From an optimization exercise on the open Yosys and OpenROAD flow, aimed at small area, a short achievable clock period and few clock cycles per item; shortcuts taken in it are not production practice. In this exercise RTL edits were held to simulation tests only and were not proved equivalent to the original. Power is estimated from default activity; no workload was simulated.

==> flow/design.v (outline; a module is shown in full before it is edited, if it fits) <==
// module qmva_csr: 70 lines
// module qmva_ctrl: 121 lines
// module qmva_dp: 179 lines
// module qmva_csa: 638 lines
// module qmva_step: 158 lines
// module quantized_matvec_accumulator: 66 lines
module quantized_matvec_accumulator (
   input  logic                             clock,
   input  logic                             reset,
   input  logic                             req_valid,
   output logic                             req_ready,
   input  logic signed [15:0]               req_activation,
   input  logic [15:0]                      req_weight_word,
   input  logic signed [15:0]               req_weight_scale,
   output logic                             rsp_valid,
   input  logic                             rsp_ready,
   output logic signed [31:0]               rsp_dot_result,
   output logic [19:0]                      rsp_result_index,
   output logic [12:0]                      rsp_weight_row,
   output logic                             rsp_saturated,
   output logic                             rsp_job_done,
   input  logic                             csr_we,
   input  logic [2:0]                       csr_index,
   input  logic [12:0]                      csr_wdata
);
  // ...
==> flow/run.sh <==
#!/bin/bash
# synth_recipe.tcl (not shown) runs the flow's synth.tcl, then flattens the netlist and writes it again
# the make line also repeats each setting of config.mk as NAME=value (left out here)
make -C /OpenROAD-flow-scripts/flow DESIGN_CONFIG=/design/flow/config.mk WORK_HOME=/design/flow/orfs CLKGATE_MAP_FILE= SYNTH_SCRIPT=/design/flow/synth_recipe.tcl finish
==> flow/config.mk <==
export PLATFORM = sky130hd
export DESIGN_NAME = quantized_matvec_accumulator
export DESIGN_NICKNAME = quantized_matvec_accumulator
export VERILOG_FILES = /design/flow/design.v
export SDC_FILE = /design/flow/constraint.sdc
export NUM_CORES = 4
export LEC_CHECK = 0
export CAP_MARGIN = 20
export CORE_MARGIN = 2
export CORE_UTILIZATION = 40
export SLEW_MARGIN = 20
==> flow/constraint.sdc <==
create_clock -name core_clock -period 11.5 [get_ports {clock}]
set_input_delay 2.3000 -clock core_clock [delete_from_list [all_inputs] [get_ports {clock}]]
set_output_delay 2.3000 -clock core_clock [all_outputs]
set_load 0.01 [all_outputs]
==> flow_metrics.tcl, run 1 <==
set metrics [dict create \
    crit_top_cell "a21o_1" \
    cts_tree "done" \
    fin_skew_ns 0.04082 \
    grt_max_degree 88 \
    seq_area_um2 8434 \
    dominant_cells "multi-input gates" \
    fin_util_pct 45.22 \
    chipHeight_um 268.4 \
    leakagePower_nw 13.13 \
    clk_path_buf_depth 3 \
    whs_path_depth 2 \
    status "complete, no violations" \
    path_depth 14 \
    cp.arrival_ns 5.04 \
    rsz0062_at_grt "false" \
    final_common_cell "inv_1" \
    top_layer "met4" \
    cts_made_buffers 45 \
    fin_cells 4124 \
    critPathMaxStageDelay_ns 0.61 \
    postRouteWirelength_mm 71.17 \
    synth_mux_area_share_pct 0.9354 \
    grt_pass1_wl_mm 114.2 \
    finalPower_mw 8.346 \
    setup_viol 0 \
    rr_worst_depth 14 \
    holdPathEnd "u_csr.out_stride_ff[2]" \
    nNonClkBuffers 151 \
    multi_input_area_um2 17360 \
    htree_num_levels 2 \
    pg_seq_mw 2.00 \
    synth_cells 3165 \
    setup_slack_ns 6.980 \
    powerClk_mw 1.43 \
    setup-tns-final_ns 0 \
]
Testbench counts, summed over its fixed seeds: cycles 27,508, elements 25,630.
==> module qmva_csr, before the edit <==
module qmva_csr (
   input  logic                clock,
   input  logic                reset,
   input  logic                csr_we,
   input  logic [2:0]          csr_index,
   input  logic [12:0]         csr_wdata,
   output qmva_pkg::cfg_type   cfg,
   output logic                stride_we,
   output logic                len_written
);
   logic [1:0]  fmt_ff;
   logic [12:0] in_len_ff;
   logic [8:0]  batch_rows_ff;
   logic [11:0] out_start_ff;
   logic [12:0] out_count_ff;
   logic [12:0] out_stride_ff;
   logic        scales_ff;
   logic        len_we_ff;
   function automatic logic [11:0] clamp12(input logic [12:0] v);
      if (v[12])
         clamp12 = 12'hfff;
      else if (v[11:0] == 12'd0)
         clamp12 = 12'd0;
      else
         clamp12 = v[11:0] - 12'd1;
   endfunction
   function automatic logic [7:0] clamp8(input logic [8:0] v);
      if (v[8])
         clamp8 = 8'hff;
      else if (v[7:0] == 8'd0)
         clamp8 = 8'd0;
      else
         clamp8 = v[7:0] - 8'd1;
   endfunction
   always_ff @(posedge clock) begin
      if (reset) begin
         fmt_ff        <= 2'd0;
         in_len_ff     <= 13'd1;
         batch_rows_ff <= 9'd1;
         out_start_ff  <= '0;
         out_count_ff  <= 13'd1;
         out_stride_ff <= 13'd1;
         scales_ff     <= 1'b1;
         len_we_ff     <= 1'b0;
      end else begin
         len_we_ff <= csr_we && (csr_index == 3'd1);
         if (csr_we) begin
            case (csr_index)
               3'd0: fmt_ff        <= csr_wdata[1:0];
               3'd1: in_len_ff     <= csr_wdata;
               3'd2: batch_rows_ff <= csr_wdata[8:0];
               3'd3: out_start_ff  <= csr_wdata[11:0];
               3'd4: out_count_ff  <= csr_wdata;
               3'd5: out_stride_ff <= csr_wdata;
               3'd6: scales_ff     <= csr_wdata[0];
               default: ;
            endcase
         end
      end
   end
   assign cfg.fmt            = fmt_ff;
   assign cfg.lenm1          = clamp12(in_len_ff);
   assign cfg.nbm1           = clamp8(batch_rows_ff);
   assign cfg.nrm1           = clamp12(out_count_ff);
   assign cfg.out_start      = out_start_ff;
   assign cfg.out_stride     = out_stride_ff;
   assign cfg.scales_present = scales_ff;
   assign stride_we   = csr_we && (csr_index == 3'd5);
   assign len_written = len_we_ff;
endmodule
==> module qmva_ctrl, before the edit <==
module qmva_ctrl (
   input  logic                           clock,
   input  logic                           reset,
   input  qmva_pkg::cfg_type              cfg,
   input  logic                           stride_we,
   input  logic                           len_written,
   input  logic                           req_valid,
   output logic                           req_ready,
   input  logic                           rsp_xfer,
   output logic                           fire,
   output logic                           last,
   output logic [1:0]                     elem_lo,
   output logic [qmva_pkg::INDEX_W-1:0]   rsp_result_index,
   output logic [qmva_pkg::WROW_W-1:0]    rsp_weight_row,
   output logic                           rsp_job_done
);
   logic [qmva_pkg::LEN_W-1:0]    elem_ff;
   logic [qmva_pkg::NB_W-1:0]     batch_ff;
   logic [qmva_pkg::NR_W-1:0]     row_ff;
   logic [qmva_pkg::INDEX_W-1:0]  idx_ff;
   logic [qmva_pkg::WROW_W-1:0]   wrow_ff;
   logic                          done_ff;
   logic                          recomp_ff, last_ff, busy_ff, ready_ff, adv_ff;
   logic batch_last, row_last, recomp_done, len1, next_is_last;
   logic recomp_n, last_n, busy_n;
   logic [qmva_pkg::NB_W-1:0]     batch_n;
   logic [qmva_pkg::NR_W-1:0]     row_n;
   logic [qmva_pkg::INDEX_W-1:0]  idx_adv;
   assign batch_last   = (batch_ff >= cfg.nbm1);
   assign row_last     = (row_ff >= cfg.nrm1);
   assign recomp_done  = (elem_ff[qmva_pkg::NB_W-1:0] == batch_ff);
   assign len1         = (cfg.lenm1 == '0);
   assign next_is_last = (qmva_pkg::LEN_W'(elem_ff + 1'b1) == cfg.lenm1);
   assign req_ready = ready_ff;
   assign fire      = req_valid && ready_ff;
   assign last      = len_written ? len1 : last_ff;
   assign elem_lo   = elem_ff[1:0];
   assign rsp_result_index = idx_ff;
   assign rsp_weight_row   = wrow_ff;
   assign rsp_job_done     = done_ff;
   always_comb begin
      recomp_n = recomp_ff;
      if (stride_we)
         recomp_n = 1'b1;
      else if (recomp_ff && recomp_done)
         recomp_n = 1'b0;
      last_n = last;
      if (recomp_ff)
         last_n = recomp_done ? len1 : last;
      else if (fire)
         last_n = last ? len1 : next_is_last;
      busy_n = busy_ff;
      if (fire && last)
         busy_n = 1'b1;
      else if (rsp_xfer)
         busy_n = 1'b0;
      batch_n = batch_ff;
      row_n   = row_ff;
      idx_adv = idx_ff;
      if (adv_ff) begin
         if (batch_last) begin
            batch_n = '0;
            if (row_last) begin
               row_n   = '0;
               idx_adv = '0;
            end else begin
               row_n   = row_ff + 1'b1;
               idx_adv = qmva_pkg::INDEX_W'(row_ff + 1'b1);
            end
         end else begin
            batch_n = batch_ff + 1'b1;
            idx_adv = idx_ff + qmva_pkg::INDEX_W'(cfg.out_stride);
         end
      end
   end
   always_ff @(posedge clock) begin
      if (reset) begin
         recomp_ff <= 1'b0;
         last_ff   <= 1'b1;
         busy_ff   <= 1'b0;
         ready_ff  <= 1'b1;
         adv_ff    <= 1'b0;
      end else begin
         recomp_ff <= recomp_n;
         last_ff   <= last_n;
         busy_ff   <= busy_n;
         ready_ff  <= !recomp_n && !(last_n && busy_n);
         adv_ff    <= rsp_xfer;
      end
   end
   always_ff @(posedge clock) begin
      if (reset) begin
         elem_ff  <= '0;
         batch_ff <= '0;
         row_ff   <= '0;
         idx_ff   <= '0;
      end else begin
         batch_ff <= batch_n;
         row_ff   <= row_n;
         if (stride_we) begin
            elem_ff <= '0;
            idx_ff  <= qmva_pkg::INDEX_W'(row_n);
         end else if (recomp_ff) begin
            if (recomp_done) begin
               elem_ff <= '0;
            end else begin
               elem_ff <= elem_ff + 1'b1;
               idx_ff  <= idx_ff + qmva_pkg::INDEX_W'(cfg.out_stride);
            end
         end else begin
            idx_ff <= idx_adv;
            if (fire)
               elem_ff <= last ? '0 : elem_ff + 1'b1;
         end
      end
   end
   always_ff @(posedge clock) begin
      wrow_ff <= qmva_pkg::WROW_W'({1'b0, cfg.out_start} + {1'b0, row_ff});
      done_ff <= batch_last && row_last;
   end
endmodule
==> module qmva_dp, before the edit <==
module qmva_dp (
   input  logic                           clock,
   input  logic                           reset,
   input  qmva_pkg::cfg_type              cfg,
   input  logic                           fire,
   input  logic                           last,
   input  logic [1:0]                     elem_lo,
   input  logic signed [15:0]             activation,
   input  logic [15:0]                    weight_word,
   input  logic signed [15:0]             weight_scale,
   output logic                           rsp_xfer,
   output logic                           rsp_valid,
   input  logic                           rsp_ready,
   output logic signed [31:0]             rsp_dot_result,
   output logic                           rsp_saturated
);
   localparam int AW = qmva_pkg::ACC_W;
   localparam int HW = qmva_pkg::HI_W;
   logic [15:0]          act_ff;
   logic [7:0]           one_ff, two_ff, neg_ff, onex_ff, twox_ff, negx_ff;
   logic                 clr1_ff, last1_ff, first_ff;
   logic [AW-1:0]        s_ff, c_ff;
   logic                 last2_ff;
   logic signed [AW-1:0] x_ff;
   logic signed [15:0]   m_ff;
   logic signed [HW-1:0] h_ff;
   logic [3:0]           cnt_ff;
   logic                 run_ff, fin_ff, valid_ff, sat_ff;
   logic signed [15:0] wval;
   logic [3:0]         nib;
   logic [1:0]         crumb;
   always_comb begin
      nib = elem_lo[0] ? weight_word[7:4] : weight_word[3:0];
      case (elem_lo)
         2'd0:    crumb = weight_word[1:0];
         2'd1:    crumb = weight_word[3:2];
         2'd2:    crumb = weight_word[5:4];
         default: crumb = weight_word[7:6];
      endcase
      case (cfg.fmt)
         2'd0:    wval = weight_word;
         2'd1:    wval = {{8{weight_word[7]}}, weight_word[7:0]};
         2'd2:    wval = {{13{~nib[3]}}, nib[2:0]};
         default: wval = {{15{~crumb[1]}}, crumb[0]};
      endcase
   end
   logic [7:0] one_in, two_in, neg_in;
   logic [16:0] wext;
   assign wext = {wval, 1'b0};
   always_comb begin
      for (int i = 0; i < 8; i++) begin
         one_in[i] = wext[2*i+1] ^ wext[2*i];
         two_in[i] = (wext[2*i+2] & ~wext[2*i+1] & ~wext[2*i])
                   | (~wext[2*i+2] & wext[2*i+1] & wext[2*i]);
         neg_in[i] = wext[2*i+2] & ~(wext[2*i+1] & wext[2*i]);
      end
   end
   logic signed [15:0] m_in;
   always_comb begin
      if (cfg.fmt == 2'd0)
         m_in = 16'sd1;
      else if (cfg.scales_present)
         m_in = weight_scale;
      else
         m_in = 16'sd4096;
   end
   logic [AW-1:0] s_sum, c_sum;
   qmva_csa u_csa (
      .a     (act_ff),
      .one   (one_ff),
      .two   (two_ff),
      .neg   (neg_ff),
      .onex  (onex_ff),
      .twox  (twox_ff),
      .negx  (negx_ff),
      .s_in  (clr1_ff ? AW'(0) : s_ff),
      .c_in  (clr1_ff ? AW'(0) : c_ff),
      .s_out (s_sum),
      .c_out (c_sum)
   );
   function automatic logic [2:0] bdec(input logic [2:0] d);    
      bdec[0] = d[1] ^ d[0];
      bdec[1] = (d[2] & ~d[1] & ~d[0]) | (~d[2] & d[1] & d[0]);
      bdec[2] = d[2] & ~(d[1] & d[0]);
   endfunction
   logic [AW-1:0]        xsum;
   logic [2:0]           bca_ff, bcb_ff, bcax_ff, bcbx_ff;
   logic                 rneg, step0_ff;
   logic [HW+3:0]        ts, tc;
   logic signed [HW+3:0] t;
   assign xsum = s_ff + c_ff;
   assign rneg = x_ff[AW-1] ^ m_ff[15];
   qmva_step u_step (
      .h     (h_ff),
      .k0    (step0_ff && !rneg),
      .m     (m_ff),
      .one   ({bcb_ff[0], bca_ff[0]}),
      .two   ({bcb_ff[1], bca_ff[1]}),
      .neg   ({bcb_ff[2], bca_ff[2]}),
      .onex  ({bcbx_ff[0], bcax_ff[0]}),
      .twox  ({bcbx_ff[1], bcax_ff[1]}),
      .negx  ({bcbx_ff[2], bcax_ff[2]}),
      .s_out (ts),
      .c_out (tc)
   );
   assign t = ts + tc;
   logic inrange;
   assign inrange = ({h_ff, x_ff[AW-1]} == '0) || ({h_ff, x_ff[AW-1]} == '1);
   always_ff @(posedge clock) begin
      if (reset) begin
         first_ff <= 1'b1;
         clr1_ff  <= 1'b0;
         last1_ff <= 1'b0;
         last2_ff <= 1'b0;
         run_ff   <= 1'b0;
         fin_ff   <= 1'b0;
         valid_ff <= 1'b0;
         cnt_ff   <= '0;
      end else begin
         if (fire)
            first_ff <= last;
         clr1_ff  <= fire && first_ff;
         last1_ff <= fire && last;
         last2_ff <= last1_ff;
         if (last2_ff) begin
            run_ff <= 1'b1;
            cnt_ff <= '0;
         end else if (run_ff) begin
            cnt_ff <= cnt_ff + 1'b1;
            if (cnt_ff == 4'd10)
               run_ff <= 1'b0;
         end
         fin_ff <= run_ff && (cnt_ff == 4'd10);
         if (fin_ff)
            valid_ff <= 1'b1;
         else if (rsp_ready)
            valid_ff <= 1'b0;
      end
   end
   always_ff @(posedge clock) begin
      act_ff  <= fire ? activation : 16'd0;
      one_ff  <= one_in;
      two_ff  <= two_in;
      neg_ff  <= neg_in;
      onex_ff <= ~one_in;
      twox_ff <= ~two_in;
      negx_ff <= ~neg_in;
      s_ff   <= s_sum;
      c_ff   <= c_sum;
      if (last2_ff) begin
         x_ff   <= xsum;
         bca_ff  <= bdec({xsum[1:0], 1'b0});
         bcb_ff  <= bdec(xsum[3:1]);
         bcax_ff <= ~bdec({xsum[1:0], 1'b0});
         bcbx_ff <= ~bdec(xsum[3:1]);
      end else if (run_ff) begin
         x_ff   <= {t[3:0], x_ff[AW-1:4]};
         bca_ff  <= bdec(x_ff[5:3]);
         bcb_ff  <= bdec(x_ff[7:5]);
         bcax_ff <= ~bdec(x_ff[5:3]);
         bcbx_ff <= ~bdec(x_ff[7:5]);
      end else if (fin_ff && !inrange) begin
         x_ff[AW-1:12] <= h_ff[HW-1] ? 32'h80000000 : 32'h7fffffff;
      end
      step0_ff <= last2_ff;
      if (last2_ff)
         h_ff <= HW'(12'h7ff);
      else if (run_ff)
         h_ff <= t[HW+3:4];
      if (fin_ff)
         sat_ff <= !inrange;
      if (fire && last)
         m_ff <= m_in;
   end
   assign rsp_xfer         = valid_ff && rsp_ready;
   assign rsp_valid        = valid_ff;
   assign rsp_dot_result   = x_ff[AW-1:12];
   assign rsp_saturated    = sat_ff;
endmodule
==> module quantized_matvec_accumulator, before the edit <==
module quantized_matvec_accumulator (
   input  logic                             clock,
   input  logic                             reset,
   input  logic                             req_valid,
   output logic                             req_ready,
   input  logic signed [15:0]               req_activation,
   input  logic [15:0]                      req_weight_word,
   input  logic signed [15:0]               req_weight_scale,
   output logic                             rsp_valid,
   input  logic                             rsp_ready,
   output logic signed [31:0]               rsp_dot_result,
   output logic [19:0]                      rsp_result_index,
   output logic [12:0]                      rsp_weight_row,
   output logic                             rsp_saturated,
   output logic                             rsp_job_done,
   input  logic                             csr_we,
   input  logic [2:0]                       csr_index,
   input  logic [12:0]                      csr_wdata
);
   qmva_pkg::cfg_type             cfg;
   logic                          stride_we, len_written;
   logic                          rsp_xfer, fire, last;
   logic [1:0]                    elem_lo;
   qmva_csr u_csr (
      .clock     (clock),
      .reset     (reset),
      .csr_we    (csr_we),
      .csr_index (csr_index),
      .csr_wdata (csr_wdata),
      .cfg         (cfg),
      .stride_we   (stride_we),
      .len_written (len_written)
   );
   qmva_ctrl u_ctrl (
      .clock     (clock),
      .reset     (reset),
      .cfg       (cfg),
      .stride_we   (stride_we),
      .len_written (len_written),
      .req_valid (req_valid),
      .req_ready (req_ready),
      .rsp_xfer  (rsp_xfer),
      .fire      (fire),
      .last      (last),
      .elem_lo   (elem_lo),
      .rsp_result_index (rsp_result_index),
      .rsp_weight_row   (rsp_weight_row),
      .rsp_job_done     (rsp_job_done)
   );
   qmva_dp u_dp (
      .clock            (clock),
      .reset            (reset),
      .cfg              (cfg),
      .fire             (fire),
      .last             (last),
      .elem_lo          (elem_lo),
      .activation       (req_activation),
      .weight_word      (req_weight_word),
      .weight_scale     (req_weight_scale),
      .rsp_xfer         (rsp_xfer),
      .rsp_valid        (rsp_valid),
      .rsp_ready        (rsp_ready),
      .rsp_dot_result   (rsp_dot_result),
      .rsp_saturated    (rsp_saturated)
   );
endmodule
==> run 2: changes to the inputs <==
--- a/flow/design.v
+++ b/flow/design.v
@@ -52,31 +52,26 @@
       else
          clamp8 = v[7:0] - 8'd1;
    endfunction
+   logic [6:0] we;
+   always_comb
+      for (int i = 0; i < 7; i++)
+         we[i] = csr_we && (csr_index == 3'(i));
    always_ff @(posedge clock) begin
-      if (reset) begin
-         fmt_ff        <= 2'd0;
-         in_len_ff     <= 13'd1;
-         batch_rows_ff <= 9'd1;
-         out_start_ff  <= '0;
-         out_count_ff  <= 13'd1;
-         out_stride_ff <= 13'd1;
-         scales_ff     <= 1'b1;
-         len_we_ff     <= 1'b0;
-      end else begin
-         len_we_ff <= csr_we && (csr_index == 3'd1);
-         if (csr_we) begin
-            case (csr_index)
-               3'd0: fmt_ff        <= csr_wdata[1:0];
-               3'd1: in_len_ff     <= csr_wdata;
-               3'd2: batch_rows_ff <= csr_wdata[8:0];
-               3'd3: out_start_ff  <= csr_wdata[11:0];
-               3'd4: out_count_ff  <= csr_wdata;
-               3'd5: out_stride_ff <= csr_wdata;
-               3'd6: scales_ff     <= csr_wdata[0];
-               default: ;
-            endcase
-         end
-      end
+      len_we_ff <= we[1];
+      if (we[0])      fmt_ff <= csr_wdata[1:0];
+      else if (reset) fmt_ff <= 2'd0;
+      if (we[1])      in_len_ff <= csr_wdata;
+      else if (reset) in_len_ff <= 13'd1;
+      if (we[2])      batch_rows_ff <= csr_wdata[8:0];
+      else if (reset) batch_rows_ff <= 9'd1;
+      if (we[3])      out_start_ff <= csr_wdata[11:0];
+      else if (reset) out_start_ff <= '0;
+      if (we[4])      out_count_ff <= csr_wdata;
+      else if (reset) out_count_ff <= 13'd1;
+      if (we[5])      out_stride_ff <= csr_wdata;
+      else if (reset) out_stride_ff <= 13'd1;
+      if (we[6])      scales_ff <= csr_wdata[0];
+      else if (reset) scales_ff <= 1'b1;
    end
    assign cfg.fmt            = fmt_ff;
    assign cfg.lenm1          = clamp12(in_len_ff);
@@ -85,7 +80,7 @@
    assign cfg.out_start      = out_start_ff;
    assign cfg.out_stride     = out_stride_ff;
    assign cfg.scales_present = scales_ff;
-   assign stride_we   = csr_we && (csr_index == 3'd5);
+   assign stride_we   = we[5];
    assign len_written = len_we_ff;
 endmodule
 module qmva_ctrl (
@@ -96,7 +91,8 @@
    input  logic                           len_written,
    input  logic                           req_valid,
    output logic                           req_ready,
-   input  logic                           rsp_xfer,
+   input  logic                           rsp_ready,
+   input  logic                           rsp_valid,
    output logic                           fire,
    output logic                           last,
    output logic [1:0]                     elem_lo,
@@ -110,40 +106,40 @@
    logic [qmva_pkg::INDEX_W-1:0]  idx_ff;
    logic [qmva_pkg::WROW_W-1:0]   wrow_ff;
    logic                          done_ff;
-   logic                          recomp_ff, last_ff, busy_ff, ready_ff, adv_ff;
-   logic batch_last, row_last, recomp_done, len1, next_is_last;
-   logic recomp_n, last_n, busy_n;
+   logic                          recomp_ff, rinit_ff, last_ff, busy_ff, ready_ff, adv_ff;
+   logic batch_last, row_last, recomp_done, len1, next_is_last, rstart;
+   logic recomp_n, last_n, busy_n, ready_n, rsp_xfer;
+   logic last_f, last_nf, busy_nx;
    logic [qmva_pkg::NB_W-1:0]     batch_n;
    logic [qmva_pkg::NR_W-1:0]     row_n;
    logic [qmva_pkg::INDEX_W-1:0]  idx_adv;
    assign batch_last   = (batch_ff >= cfg.nbm1);
    assign row_last     = (row_ff >= cfg.nrm1);
-   assign recomp_done  = (elem_ff[qmva_pkg::NB_W-1:0] == batch_ff);
+   assign recomp_done  = !rinit_ff && (elem_ff[qmva_pkg::NB_W-1:0] == batch_ff);
+   assign rstart       = stride_we && (batch_n != '0);
    assign len1         = (cfg.lenm1 == '0);
    assign next_is_last = (qmva_pkg::LEN_W'(elem_ff + 1'b1) == cfg.lenm1);
    assign req_ready = ready_ff;
-   assign fire      = req_valid && ready_ff;
+   assign fire      = req_valid && ready_ff && !reset;
+   assign rsp_xfer  = rsp_valid && rsp_ready;
    assign last      = len_written ? len1 : last_ff;
    assign elem_lo   = elem_ff[1:0];
    assign rsp_result_index = idx_ff;
    assign rsp_weight_row   = wrow_ff;
    assign rsp_job_done     = done_ff;
    always_comb begin
-      recomp_n = recomp_ff;
-      if (stride_we)
-         recomp_n = 1'b1;
-      else if (recomp_ff && recomp_done)
-         recomp_n = 1'b0;
-      last_n = last;
-      if (recomp_ff)
-         last_n = recomp_done ? len1 : last;
-      else if (fire)
-         last_n = last ? len1 : next_is_last;
-      busy_n = busy_ff;
-      if (fire && last)
-         busy_n = 1'b1;
-      else if (rsp_xfer)
-         busy_n = 1'b0;
+      recomp_n = rstart || (recomp_ff && !recomp_done);
+      last_f  = last ? len1 : next_is_last;
+      last_nf = recomp_ff ? (recomp_done ? len1 : last) : last;
+      last_n  = fire ? last_f : last_nf;
+      busy_nx = busy_ff && !rsp_xfer;
+      busy_n  = (fire && last) || busy_nx;
+      if (fire)
+         ready_n = !(last_f && (last || busy_nx));
+      else
+         ready_n = !rstart && !(recomp_ff && !recomp_done) && !(last_nf && busy_nx);
+   end
+   always_comb begin
       batch_n = batch_ff;
       row_n   = row_ff;
       idx_adv = idx_ff;
@@ -166,15 +162,17 @@
    always_ff @(posedge clock) begin
       if (reset) begin
          recomp_ff <= 1'b0;
+         rinit_ff  <= 1'b0;
          last_ff   <= 1'b1;
          busy_ff   <= 1'b0;
          ready_ff  <= 1'b1;
          adv_ff    <= 1'b0;
       end else begin
          recomp_ff <= recomp_n;
+         rinit_ff  <= rstart;
          last_ff   <= last_n;
          busy_ff   <= busy_n;
-         ready_ff  <= !recomp_n && !(last_n && busy_n);
+         ready_ff  <= ready_n;
          adv_ff    <= rsp_xfer;
       end
    end
@@ -187,11 +185,10 @@
       end else begin
          batch_ff <= batch_n;
          row_ff   <= row_n;
-         if (stride_we) begin
-            elem_ff <= '0;
-            idx_ff  <= qmva_pkg::INDEX_W'(row_n);
-         end else if (recomp_ff) begin
-            if (recomp_done) begin
+         if (recomp_ff) begin
+            if (rinit_ff) begin
+               idx_ff <= qmva_pkg::INDEX_W'(row_ff);
+            end else if (recomp_done) begin
                elem_ff <= '0;
             end else begin
                elem_ff <= elem_ff + 1'b1;
@@ -219,7 +216,6 @@
    input  logic signed [15:0]             activation,
    input  logic [15:0]                    weight_word,
    input  logic signed [15:0]             weight_scale,
-   output logic                           rsp_xfer,
    output logic                           rsp_valid,
    input  logic                           rsp_ready,
    output logic signed [31:0]             rsp_dot_result,
@@ -383,7 +379,6 @@
       if (fire && last)
          m_ff <= m_in;
    end
-   assign rsp_xfer         = valid_ff && rsp_ready;
    assign rsp_valid        = valid_ff;
    assign rsp_dot_result   = x_ff[AW-1:12];
    assign rsp_saturated    = sat_ff;
@@ -1203,13 +1198,19 @@
    input  logic [2:0]                       csr_index,
    input  logic [12:0]                      csr_wdata
 );
+   logic                          rst_q;
+   logic                          ready_int, valid_int;
+   always_ff @(posedge clock)
+      rst_q <= reset;
+   assign req_ready = ready_int && !rst_q;
+   assign rsp_valid = valid_int && !rst_q;
    qmva_pkg::cfg_type             cfg;
    logic                          stride_we, len_written;
-   logic                          rsp_xfer, fire, last;
+   logic                          fire, last;
    logic [1:0]                    elem_lo;
    qmva_csr u_csr (
       .clock     (clock),
-      .reset     (reset),
+      .reset     (rst_q),
       .csr_we    (csr_we),
       .csr_index (csr_index),
       .csr_wdata (csr_wdata),
@@ -1219,13 +1220,14 @@
    );
    qmva_ctrl u_ctrl (
       .clock     (clock),
-      .reset     (reset),
+      .reset     (rst_q),
       .cfg       (cfg),
       .stride_we   (stride_we),
       .len_written (len_written),
       .req_valid (req_valid),
-      .req_ready (req_ready),
-      .rsp_xfer  (rsp_xfer),
+      .req_ready (ready_int),
+      .rsp_ready (rsp_ready),
+      .rsp_valid (valid_int),
       .fire      (fire),
       .last      (last),
       .elem_lo   (elem_lo),
@@ -1235,7 +1237,7 @@
    );
    qmva_dp u_dp (
       .clock            (clock),
-      .reset            (reset),
+      .reset            (rst_q),
       .cfg              (cfg),
       .fire             (fire),
       .last             (last),
@@ -1243,8 +1245,7 @@
       .activation       (req_activation),
       .weight_word      (req_weight_word),
       .weight_scale     (req_weight_scale),
-      .rsp_xfer         (rsp_xfer),
-      .rsp_valid        (rsp_valid),
+      .rsp_valid        (valid_int),
       .rsp_ready        (rsp_ready),
       .rsp_dot_result   (rsp_dot_result),
       .rsp_saturated    (rsp_saturated)
==> flow/flow/run.sh (new file) <==
#!/bin/bash
# The standard layout (the standard.sh: standard synthesis, then ORFS floorplan to
# finish), with timing repair asked to leave 8.3 ns of setup slack at the 11.5 ns clock,
# so that it sizes and buffers the paths above 3.2 ns as well. The clock, constraints and
# everything else are the standard flow's.
set -euo pipefail
export SETUP_SLACK_MARGIN=8.3
bash standard.sh finish > standard_flow.log 2>&1
==> flow/standard.sh (new file) <==
#!/bin/bash
# synth_recipe.tcl (not shown) runs the flow's synth.tcl, then flattens the netlist and writes it again
# the make line also repeats each setting of config.mk as NAME=value (left out here)
make -C /OpenROAD-flow-scripts/flow DESIGN_CONFIG=/design/flow/config.mk WORK_HOME=/design/flow/orfs CLKGATE_MAP_FILE= SYNTH_SCRIPT=/design/flow/synth_recipe.tcl "${@:-finish}"
removed: flow/run.sh
==> flow_metrics.tcl, run 2 <==
set metrics [dict create \
    status "complete, no violations" \
    drc 0 \
    largestRegisters "u_dp.c_ff (44), u_dp.s_ff (44), u_dp.x_ff (41)" \
    die_w_um 268.3 \
    rr_worst_depth 18 \
    synth-warning-count 4 \
    synth_edf_count 133 \
    wl_per_cell_um 18.39 \
    holdPathEnd "u_dp.last2_ff" \
    chipHeight_um 268.3 \
    grt_max_degree 82 \
    cts_sinks 388 \
    final_common_cell "inv_1" \
    place_congestion 0.8716 \
    synth_mux_area_share_pct 0.8730 \
    slowest_stage "dfxtp_4" \
    dp_slack_ns 6.872 \
    drt-initial-drc-count 1259 \
    num_vias 22260 \
    synth_area_leaders "dfxtp_1 18%, edfxtp_1 14%, fa_1 12%" \
    multi_input_area_um2 18640 \
    antenna_found_initial 4 \
    postRouteWirelength_mm 77.48 \
    synthAdderAreaFrac_pct 20.49 \
    ant_nets 0 \
    crit_path_end_kind "output port" \
    synth_area_per_cell_um2 9.297 \
    synth_cells 3006 \
    synthFlopType "dfxtp_1" \
    syn2layout_area_growth_pct 26.47 \
    synth_top_family_by_area "adder cells" \
    whs_path_depth 1 \
    layout.cells.most_common_list "290 x inv_1, 196 x dfxtp_1, 190 x buf_4" \
    crit_chain "buf_12 > nor2b_4 > buf_6 > buf_6" \
    antenna_cells 0 \
    cp-start-kind "flop" \
    crit_top_cell "buf_6" \
    powerDensity_nw_per_um2 232.2 \
    setup_slack_ns 7.762 \
    yosysSeqAreaShare_pct 32.56 \
    cts_tree "done" \
    worstHoldStart "u_dp.last1_ff" \
    start_util_pct 40.61 \
    worst_slew_pin_slew_ns 1.165 \
    required_ns 9.20 \
    synthArstFlopShare_pct 0 \
    path_max_fanout 4 \
    synth_area_leader_cell "dfxtp_1" \
    critPathTopFamily "buffers and inverters" \
    netlist.area_leader.share_pct 18.27 \
    fillers 6120 \
    post-dp-hpwl_mm 55.36 \
    path_buf_inv 3 \
    hold_viol_final 0 \
    design.die.area_um2 72000 \
    setup_viol 0 \
    grt_pass1_vias 22350 \
    fin_skew_ns 0.03489 \
    synth_most_common_cell "inv_1" \
    report.final.slew_viol_count 0 \
    hp-class "reg -> reg" \
    worstSetupPathType "reg -> out" \
    yosys-top-cells-count "326 x inv_1, 255 x dfxtp_1, 200 x ha_1" \
    path_clk_slew_ns 0.06 \
    io_pins 138 \
    setup-tns-final_ns 0 \
    fp.coreArea_um2 68830 \
    synth_fp_nets 3436 \
    synth_compound_area_share_pct 14.56 \
    clk_path_buf_depth 3 \
    grtUsageTotal_pct 21.19 \
    grt_pass1_wl_mm 121.1 \
    clock_latency_ns 0.61 \
    ir_worst_vdd_uv 167.1 \
    r2r_slack_ns 7.81 \
    post-route-min-period_ns 3.738 \
    fmax_ghz 0.2675 \
    overflow 0 \
    holdBufCountCts 0 \
    slew-limit-headroom_pct 21.84 \
    synthXorXnorAreaFrac_pct 9.151 \
    r2r_end "u_dp.h_ff[13]" \
    final_layout_size_suffix_gt1_share_pct 24.38 \
    synth.distinct_cells 88 \
    critPathMaxStageDelay_ns 0.35 \
    ys_ff_latch 388 \
    htree_num_levels 2 \
    clockRootBuffer "clkbuf_16" \
    drt-vias-per-instance 5.286 \
    yosys.area_share.simple_pct 14.87 \
    finalCritPeriodShare_pct 32.51 \
    cp.arrival_ns 1.44 \
    r2r_start "u_dp.x_ff[43]" \
    fin_nets 3673 \
    drtPass1Iterations 5 \
    portBuffers 137 \
    cts_made_buffers 46 \
    rows 96 \
    leakagePower_nw 14.76 \
    seq_area_um2 9223 \
    drv_cap 0 \
    rsz0062_at_grt "true" \
    synthesis.area_um2 27950 \
]
==> run 2: cell types whose count changed in the layout (fill, tap and decap cells not counted), sizes merged, moves of 61 or more <==
cell | before | now
a21oi | 206 | 144
and2 | 10 | 78
buf | 15 | 306
clkdlybuf4s50 | 136 | 56
dfxtp | 316 | 255
edfxtp | 70 | 133
nand2 | 289 | 157
==> run 2: worst max-delay path by stage <==
stage,start,endpoint,cells past startpoint
floorplan,req_weight_word[3],u_dp.neg_ff[2],8
global placement,req_valid,u_ctrl.elem_ff[5],6
detailed placement,req_valid,u_ctrl.elem_ff[5],6
CTS,rst_q,req_ready,4
global route,u_dp.x_ff[43],u_dp.h_ff[13],18
finish,rst_q,req_ready,4
==> run 2: power breakdown <==
group          internal (mW)  switching, mW
clock                  0.922          0.635
sequential              1.75          0.223
combinational           2.17           2.51
total                   4.84           3.37
==> run 2: final cells by class <==
class                           instances  share of cell area (%)
Sequential cell                       388                   26.09
Multi-Input combinational cell       2104                   52.74
Clock inverter                         31                   1.101
Timing Repair inverter                  1                 0.02124
Timing Repair Buffer                  373                   9.583
Inverter                              329                   3.643
Clock buffer                           55                   3.526
Tap cell                              931                   3.296
==> run 2: timing repair <==
| action | CTS | global route |
|---|---|---|
| gates cloned | 12 | 1 |
| pin swaps | 123 | 142 |
| buffers inserted | 154 | 62 |
| endpoints found under the setup margin | 316 | 320 |
| gates resized for setup | 608 | 201 |
==> run 2: cells by family (layout without fill, tap and decap cells) <==
kind of cell,Yosys count,after routing
and+or+nand+nor,795,798
xor gates and xnor gates,292,292
adders and majority gates,361,361
buffers and inverters,517,789
AOI/OAI and AO/OA,630,630
muxes,23,23
DFF,388,388
==> run 2: worst reg2reg max path, delay by kind of cell (launching register included) <==
| kind | cells | cell delay, ns |
|---|---|---|
| AOI/OAI and AO/OA | 6 | 1.36 |
| xor gates and xnor gates | 2 | 0.30 |
| adders and majority gates | 3 | 0.86 |
| buffers and inverters | 3 | 0.24 |
| DFF | 1 | 0.39 |
| muxes | 1 | 0.13 |
| and+or+nand+nor | 3 | 0.29 |
==> run 2: layer usage <==
layer	wire length [µm]	vias to the layer above	part of all wire [%]	track usage, %
li1	-	10730	-	-
met1	33850	10810	44	27.87
met2	36950	598	48	35.34
met3	4480	124	5.8	3.858
met4	2157	6	2.8	6.637
met5	39	-	0.050	0
==> run 2: per-stage QoR <==
stage | hold WS, ns | cells | util [%] | instance area [µm²] | total power, mW
2_1_floorplan | 0.3853 | 3006 | - | 28470 | 5.131
3_3_place_gp | 0.4207 | 3897 | 43.69 | 30070 | 5.994
3_5_place_dp | 0.4213 | 3897 | 43.69 | 30070 | 6.100
4_1_cts | 0.4382 | 4149 | 49.38 | 33990 | 8.000
5_1_grt | 0.4427 | 4212 | 51.35 | 35350 | 9.030
6_report | 0.4342 | 4212 | 51.35 | 35350 | 8.207
Testbench counts of run 2, summed over its fixed seeds: cycles 27,508, elements 25,630.
==> run 3: changes to the inputs <==
==> flow/run.sh (new file) <==
#!/bin/bash
# synth_recipe.tcl (not shown) runs the flow's synth.tcl, then flattens the netlist and writes it again
# the make line also repeats each setting of config.mk as NAME=value (left out here)
make -C /OpenROAD-flow-scripts/flow DESIGN_CONFIG=/design/flow/config.mk WORK_HOME=/design/flow/orfs CLKGATE_MAP_FILE= SYNTH_SCRIPT=/design/flow/synth_recipe.tcl finish
removed: flow/flow/run.sh
removed: flow/standard.sh
==> flow_metrics.tcl, run 3 <==
set metrics [dict create \
    crit_path_end_kind "output port" \
    power_frac_comb_pct 54.5 \
    portBuffers 137 \
    crit_chain "buf_4 > nor2b_1 > buf_4 > clkdlybuf4s50_1" \
    cts_made_buffers 45 \
    holdBufCountCts 0 \
    synth_area_per_cell_um2 9.297 \
    setup-tns-final_ns 0 \
    ys_ff_latch 388 \
    ir_worst_vdd_uv 138.4 \
    die_w_um 268.3 \
    clockRootBuffer "clkbuf_16" \
    fillers 6574 \
    worstSetupPathType "reg -> out" \
    cp-start-kind "flop" \
    fp.coreArea_um2 68830 \
    hold_viol_final 0 \
    crit_top_cell "buf_4" \
    path_clk_slew_ns 0.06 \
    critPathMaxStageDelay_ns 0.54 \
    synth_cells 3006 \
    final_common_cell "inv_1" \
    drt-initial-drc-count 1068 \
    drtPass1Iterations 5 \
    synth-warning-count 4 \
    cts_sinks 388 \
    p_seq_share_pct 26.4 \
    cts_setup_buffers 0 \
    grtUsageTotal_pct 19.56 \
    clock_latency_ns 0.59 \
    grt_max_degree 88 \
    largestRegisters "u_dp.c_ff (44), u_dp.s_ff (44), u_dp.x_ff (41)" \
    required_ns 9.20 \
    yosysSeqAreaShare_pct 32.56 \
    place_congestion 0.8744 \
    fmax_ghz 0.2172 \
    p_sw_mw 3.077 \
    intPower_mw 4.330 \
    synth.distinct_cells 88 \
    design.die.area_um2 72000 \
    netlist.area_leader.share_pct 18.27 \
    p_clk_share_pct 19.0 \
    synthFlopType "dfxtp_1" \
    io_pins 138 \
    cts_resized 0 \
    start_util_pct 40.61 \
    layout.cells.most_common_list "326 x inv_1, 251 x dfxtp_1, 200 x ha_1" \
    status "complete, no violations" \
    grt_pass1_vias 20880 \
    synth_fp_nets 3436 \
    leakagePower_nw 12.97 \
    htree_num_levels 2 \
    synth_area_leaders "dfxtp_1 18%, edfxtp_1 14%, fa_1 12%" \
    drv_cap 0 \
    synthArstFlopShare_pct 0 \
    path_max_fanout 59 \
    drt-vias-per-instance 5.268 \
    antenna_found_initial 6 \
    drc 0 \
    clk_path_buf_depth 3 \
    powerDensity_nw_per_um2 237.5 \
    cp.arrival_ns 2.31 \
    synth_most_common_cell "inv_1" \
    finalCritPeriodShare_pct 40.04 \
    cts_tree "done" \
    fin_nets 3444 \
    slew-limit-headroom_pct 40.88 \
    syn2layout_area_growth_pct 11.56 \
    antenna_cells 0 \
    fin_cells 3982 \
    rows 96 \
    final_layout_size_suffix_gt1_share_pct 4.490 \
    setup_viol 0 \
    post-route-min-period_ns 4.605 \
    synth_edf_count 133 \
    num_vias 20980 \
    yosys-top-cells-count "326 x inv_1, 255 x dfxtp_1, 200 x ha_1" \
    critPathTopFamily "buffers and inverters" \
    hp-class "reg -> reg" \
    worst_slew_pin_slew_ns 0.8814 \
    postRouteWirelength_mm 70.04 \
    ant_nets 0 \
    dpl.cell_count 3898 \
    swShare_pct 41.54 \
    rsz0062_at_grt "false" \
    overflow 0 \
    synth_area_leader_cell "dfxtp_1" \
    synthesis.area_um2 27950 \
    chipHeight_um 268.3 \
    fin_skew_ns 0.02634 \
    grt_pass1_wl_mm 113.5 \
    path_buf_inv 3 \
    report.final.slew_viol_count 0 \
    wl_per_cell_um 17.59 \
    post-dp-hpwl_mm 54.59 \
    slowest_stage "buf_4" \
]
==> run 3: routing by layer <==
layer	wire length [µm]	global-route usage, %	share of wire (%)
met2	32700	32.45	47
met4	1197	4.249	1.7
met5	48	0	0.069
met3	3185	2.621	4.5
met1	32900	27.19	47
==> run 3: cell type report <==
type / count / area (µm²) / area share (%)
Inverter: 329 / 1235 / 3.961
Clock inverter: 21 / 172.7 / 0.5538
Sequential cell: 388 / 9106 / 29.21
Timing Repair Buffer: 149 / 1461 / 4.687
Multi-Input combinational cell: 2101 / 16760 / 53.75
Tap cell: 931 / 1165 / 3.736
Clock buffer: 63 / 1279 / 4.101
==> run 3: power groups by stage <==
stage | sequential [mW] | clock (mW) | combinational [mW]
after floorplan | 1.87 | 0 | 3.18
after CTS | 1.96 | 1.44 | 4.09
after global placement | 1.98 | 0 | 3.93
after detailed placement | 1.98 | 0 | 4.06
after global routing | 1.99 | 1.49 | 4.70
final | 1.96 | 1.41 | 4.04
==> run 3: cell families after synthesis <==
kind of cell    after synthesis  synth area share (%)
compound gates              630                 14.56
flops                       388                 32.56
mux                          23                0.8730
fa+ha+maj                   361                 20.49
simple gates                795                 14.87
xor+xnor                    292                 9.151
buf+inv                     517                 7.503
==> run 3: path summary, 6_finish.rpt <==
path | from | to | slack (ns) | depth (start not counted)
hold reg to reg | u_dp.last1_ff | u_dp.last2_ff | 0.44 | 1
hold / removal | u_dp.last1_ff | u_dp.last2_ff | 0.44 | 1
setup reg to reg | u_csr.out_count_ff[5] | u_ctrl.idx_ff[6] | 7.23 | 17
setup / recovery | rst_q | req_ready | 6.89 | 4
==> run 3: worst register-to-register path, cell delays in order (launching register included) <==
cell	delay (ns)
edfxtp_1	0.41
nor4_1	0.44
nor2b_1	0.30
nand2_1	0.12
nor3_1	0.21
nand2_1	0.22
a21o_1	0.25
ha_1	0.28
nand2b_1	0.14
a21o_1	0.18
a21oi_1	0.13
o21ai_0	0.11
o31ai_1	0.21
a31oi_1	0.11
buf_4	0.22
nand2b_1	0.31
o32a_1	0.39
a31oi_1	0.16
==> run 3: through the flow <==
step	util (%)	area (µm²)	worst slack, ns	hold slack, ns	total power, mW
2_1_floorplan	-	27950	7.651	0.3853	5.053
3_3_place_gp	43.18	29720	6.852	0.4198	5.906
3_5_place_dp	43.18	29720	6.753	0.4258	6.038
4_1_cts	45.29	31170	6.834	0.4389	7.488
5_1_grt	45.30	31180	6.802	0.4562	8.183
6_report	45.30	31180	6.895	0.4385	7.406
==> run 4: changes to the inputs <==
==> flow/flow/run.sh (new file) <==
#!/bin/bash
# The standard layout (the standard.sh: standard synthesis, then ORFS floorplan to
# finish), with timing repair asked to leave 7.5 ns of setup slack at the 11.5 ns clock,
# so that it sizes and buffers the paths above 4 ns as well. The clock, constraints and
# everything else are the standard flow's.
set -euo pipefail
export SETUP_SLACK_MARGIN=7.5
bash standard.sh finish > standard_flow.log 2>&1
==> flow/standard.sh (new file) <==
#!/bin/bash
# synth_recipe.tcl (not shown) runs the flow's synth.tcl, then flattens the netlist and writes it again
# the make line also repeats each setting of config.mk as NAME=value (left out here)
make -C /OpenROAD-flow-scripts/flow DESIGN_CONFIG=/design/flow/config.mk WORK_HOME=/design/flow/orfs CLKGATE_MAP_FILE= SYNTH_SCRIPT=/design/flow/synth_recipe.tcl "${@:-finish}"
removed: flow/run.sh
==> flow_metrics.tcl, run 4 <==
set metrics [dict create \
    p_sw_mw 3.100 \
    cts_made_buffers 45 \
    leakagePower_nw 13.16 \
    swShare_pct 41.57 \
    multi_input_area_um2 16910 \
    synth_area_leaders "dfxtp_1 18%, edfxtp_1 14%, fa_1 12%" \
    layout.cells.most_common_list "324 x inv_1, 250 x dfxtp_1, 200 x ha_1" \
    holdPathEnd "u_dp.last2_ff" \
    cp.arrival_ns 1.63 \
    synth-warning-count 4 \
    finalPower_mw 7.456 \
    largestRegisters "u_dp.c_ff (44), u_dp.s_ff (44), u_dp.x_ff (41)" \
    report.final.slew_viol_count 0 \
    htree_num_levels 2 \
    slew-limit-headroom_pct 40.49 \
    seq_area_um2 9110 \
    ys_ff_latch 388 \
    r2r_start "u_csr.batch_rows_ff[5]" \
    num_vias 21180 \
    drt-vias-per-instance 5.286 \
    drv_cap 0 \
    final_common_cell "inv_1" \
    setup_viol 0 \
    whs_path_depth 1 \
    clk_path_buf_depth 3 \
    start_util_pct 40.61 \
    synth_area_leader_cell "dfxtp_1" \
    hp-class "reg -> reg" \
    crit_path_end_kind "output port" \
    p_seq_share_pct 26.2 \
    power_frac_comb_pct 54.9 \
    crit_chain "buf_12 > nor2b_4 > buf_6 > clkbuf_2" \
    die_w_um 268.3 \
    fmax_ghz 0.2545 \
    required_ns 9.20 \
    drtPass1Iterations 5 \
    synth_edf_count 133 \
    ir_worst_vdd_uv 138.6 \
    syn2layout_area_growth_pct 12.95 \
    finalCritPeriodShare_pct 34.17 \
    post-route-min-period_ns 3.929 \
    fin_skew_ns 0.02783 \
    io_pins 138 \
    grt_pass1_vias 20890 \
    r2r_end "u_ctrl.idx_ff[4]" \
    fillers 6525 \
    netlist.area_leader.share_pct 18.27 \
    critPathTopFamily "buffers and inverters" \
    yosys-top-cells-count "326 x inv_1, 255 x dfxtp_1, 200 x ha_1" \
    synth_cells 3006 \
    antenna_found_initial 7 \
    fin_nets 3468 \
    worstSetupPathType "reg -> out" \
    synth_area_per_cell_um2 9.297 \
    post-dp-hpwl_mm 54.59 \
    path_max_fanout 15 \
    fp.coreArea_um2 68830 \
    setup-tns-final_ns 0 \
    overflow 0 \
    clock_latency_ns 0.59 \
    r2r_slack_ns 7.65 \
    intPower_mw 4.356 \
    drc 0 \
    synthFlopType "dfxtp_1" \
    worst_slew_pin_slew_ns 0.8873 \
    yosysSeqAreaShare_pct 32.56 \
    postRouteWirelength_mm 71.34 \
    grt_pass1_wl_mm 113.6 \
    ant_nets 0 \
    synth_most_common_cell "inv_1" \
    status "complete, no violations" \
    synthArstFlopShare_pct 0 \
    clockRootBuffer "clkbuf_16" \
    cts_tree "done" \
    rr_worst_depth 15 \
    design.die.area_um2 72000 \
    chipHeight_um 268.3 \
    portBuffers 137 \
    slowest_stage "dfxtp_4" \
    critPathMaxStageDelay_ns 0.39 \
    synthesis.area_um2 27950 \
    rows 96 \
    powerDensity_nw_per_um2 236.2 \
    place_congestion 0.8744 \
    grt_max_degree 88 \
    wl_per_cell_um 17.80 \
    rsz0062_at_grt "false" \
    cts_sinks 388 \
    worstHoldStart "u_dp.last1_ff" \
    synth_fp_nets 3436 \
    final_layout_size_suffix_gt1_share_pct 6.146 \
    p_clk_share_pct 18.9 \
    cp-start-kind "flop" \
    grtUsageTotal_pct 19.57 \
    path_buf_inv 3 \
    path_depth 4 \
    path_clk_slew_ns 0.06 \
    synth.distinct_cells 88 \
    hold_viol_final 0 \
    drt-initial-drc-count 1097 \
]
run 4: worst max-delay path by stage:
| stage | to | from |
|---|---|---|
| 2_1_floorplan | u_dp.neg_ff[3] | req_weight_word[3] |
| 3_3_place_gp | u_ctrl.elem_ff[5] | req_valid |
| 3_5_place_dp | u_ctrl.elem_ff[5] | req_valid |
| 4_1_cts | req_ready | rst_q |
| 5_1_grt | u_ctrl.idx_ff[1] | u_csr.out_count_ff[2] |
| 6_report | req_ready | rst_q |
run 4: cells by family (layout without fill, tap and decap cells):
| family | after synthesis | count (layout) | synth area share [%] |
|---|---|---|---|
| xor gates and xnor gates | 292 | 292 | 9.151 |
| DFF | 388 | 388 | 32.56 |
| AOI/OAI and AO/OA | 630 | 630 | 14.56 |
| muxes | 23 | 23 | 0.8730 |
| other | 0 | 1 | 0 |
| and+or+nand+nor | 795 | 795 | 14.87 |
| adders and majority gates | 361 | 361 | 20.49 |
| buffers and inverters | 517 | 586 | 7.503 |
run 4: routing by layer:
metal | part of all wire [%] | global-route usage (%)
met1 | 47 | 27.20
met2 | 47 | 32.50
met3 | 4.3 | 2.602
met4 | 1.7 | 4.264
met5 | 0.064 | 0
run 4: worst reg2reg max path: cells and delay by family (launching register included):
kind                       cells  cell delay (ns)
AOI/OAI and AO/OA              6             0.98
adders and majority gates      1             0.28
DFF                            1             0.45
and+or+nand+nor                8             2.08
run 4: timing repair:
action                                 CTS  global route
hold buffers                             0             0
endpoints found under the hold margin    0             0
buffers inserted                         4            15
resized for setup                       22            35
gates cloned                             0             5
setup endpoints to repair               60            69
pin swaps                                2            19
run 4: final cells by class:
cell class / instances / share of cell area, %
Sequential cell: 388 / 28.86
Multi-Input combinational cell: 2101 / 53.56
Clock buffer: 63 / 4.051
Clock inverter: 21 / 0.5470
Tap cell: 931 / 3.690
Inverter: 329 / 3.936
Antenna cell: 1 / 0.007927
Timing Repair Buffer: 173 / 5.355
run 4: power groups by stage:
stage,sequential (mW),combinational (mW),clock (mW)
after floorplan,1.87,3.18,0
after global placement,1.98,3.93,0
after detailed placement,1.98,4.06,0
after CTS,1.96,4.11,1.44
after global routing,1.99,4.75,1.49
final,1.96,4.09,1.41
run 4: per-stage QoR:
| stage | area (µm²) | instances | utilization (%) | hold WS (ns) | setup slack [ns] |
|---|---|---|---|---|---|
| final | 31570 | 4007 | 45.87 | 0.4376 | 7.571 |
| after CTS | 31270 | 3986 | 45.44 | 0.4389 | 7.390 |
| after global placement | 29720 | 3898 | 43.18 | 0.4198 | 6.852 |
| after global routing | 31570 | 4007 | 45.87 | 0.4562 | 7.470 |
| after floorplan | 27950 | 3006 | - | 0.3853 | 7.651 |
| after detailed placement | 29720 | 3898 | 43.18 | 0.4258 | 6.753 |

[re-timing with driven ports]
How much do the figures lean on ideal ports? The routed layouts below were timed once more, with nothing changed but the port constraints. Step 1 (the two cells are an assumption about what drives the block):
set clk [get_ports {clock}]
set_driving_cell -lib_cell sky130_fd_sc_hd__clkbuf_16 $clk
set_driving_cell -lib_cell sky130_fd_sc_hd__buf_2 [delete_from_list [all_inputs] $clk]
Step 2, shift: input delay + t, output delay - t, t = (earliest + latest rising clock arrival at the registers) / 2. This alone moves slack from input paths to output paths. Slacks: no drivers / after step 1 / after step 2; pairs: no drivers / after step 1.
run	shift t [ns]	slack for setup (ns)	worst setup path after step 2	worst slew at a driven data input, ns
run 1	0.639	6.980 / 6.980 / 6.589	input to register	0.06
run 2	0.655	7.762 / 7.697 / 7.430	input to register	0.09
run 3	0.637	6.895 / 6.831 / 6.659	input to register	0.07
run 4	0.638	7.571 / 7.506 / 6.949	input to register	0.07
After both steps every run listed still meets setup and hold. The setup slack of run 4, which loses most, moves by -0.065 ns with the drivers and by -0.622 ns with both steps.
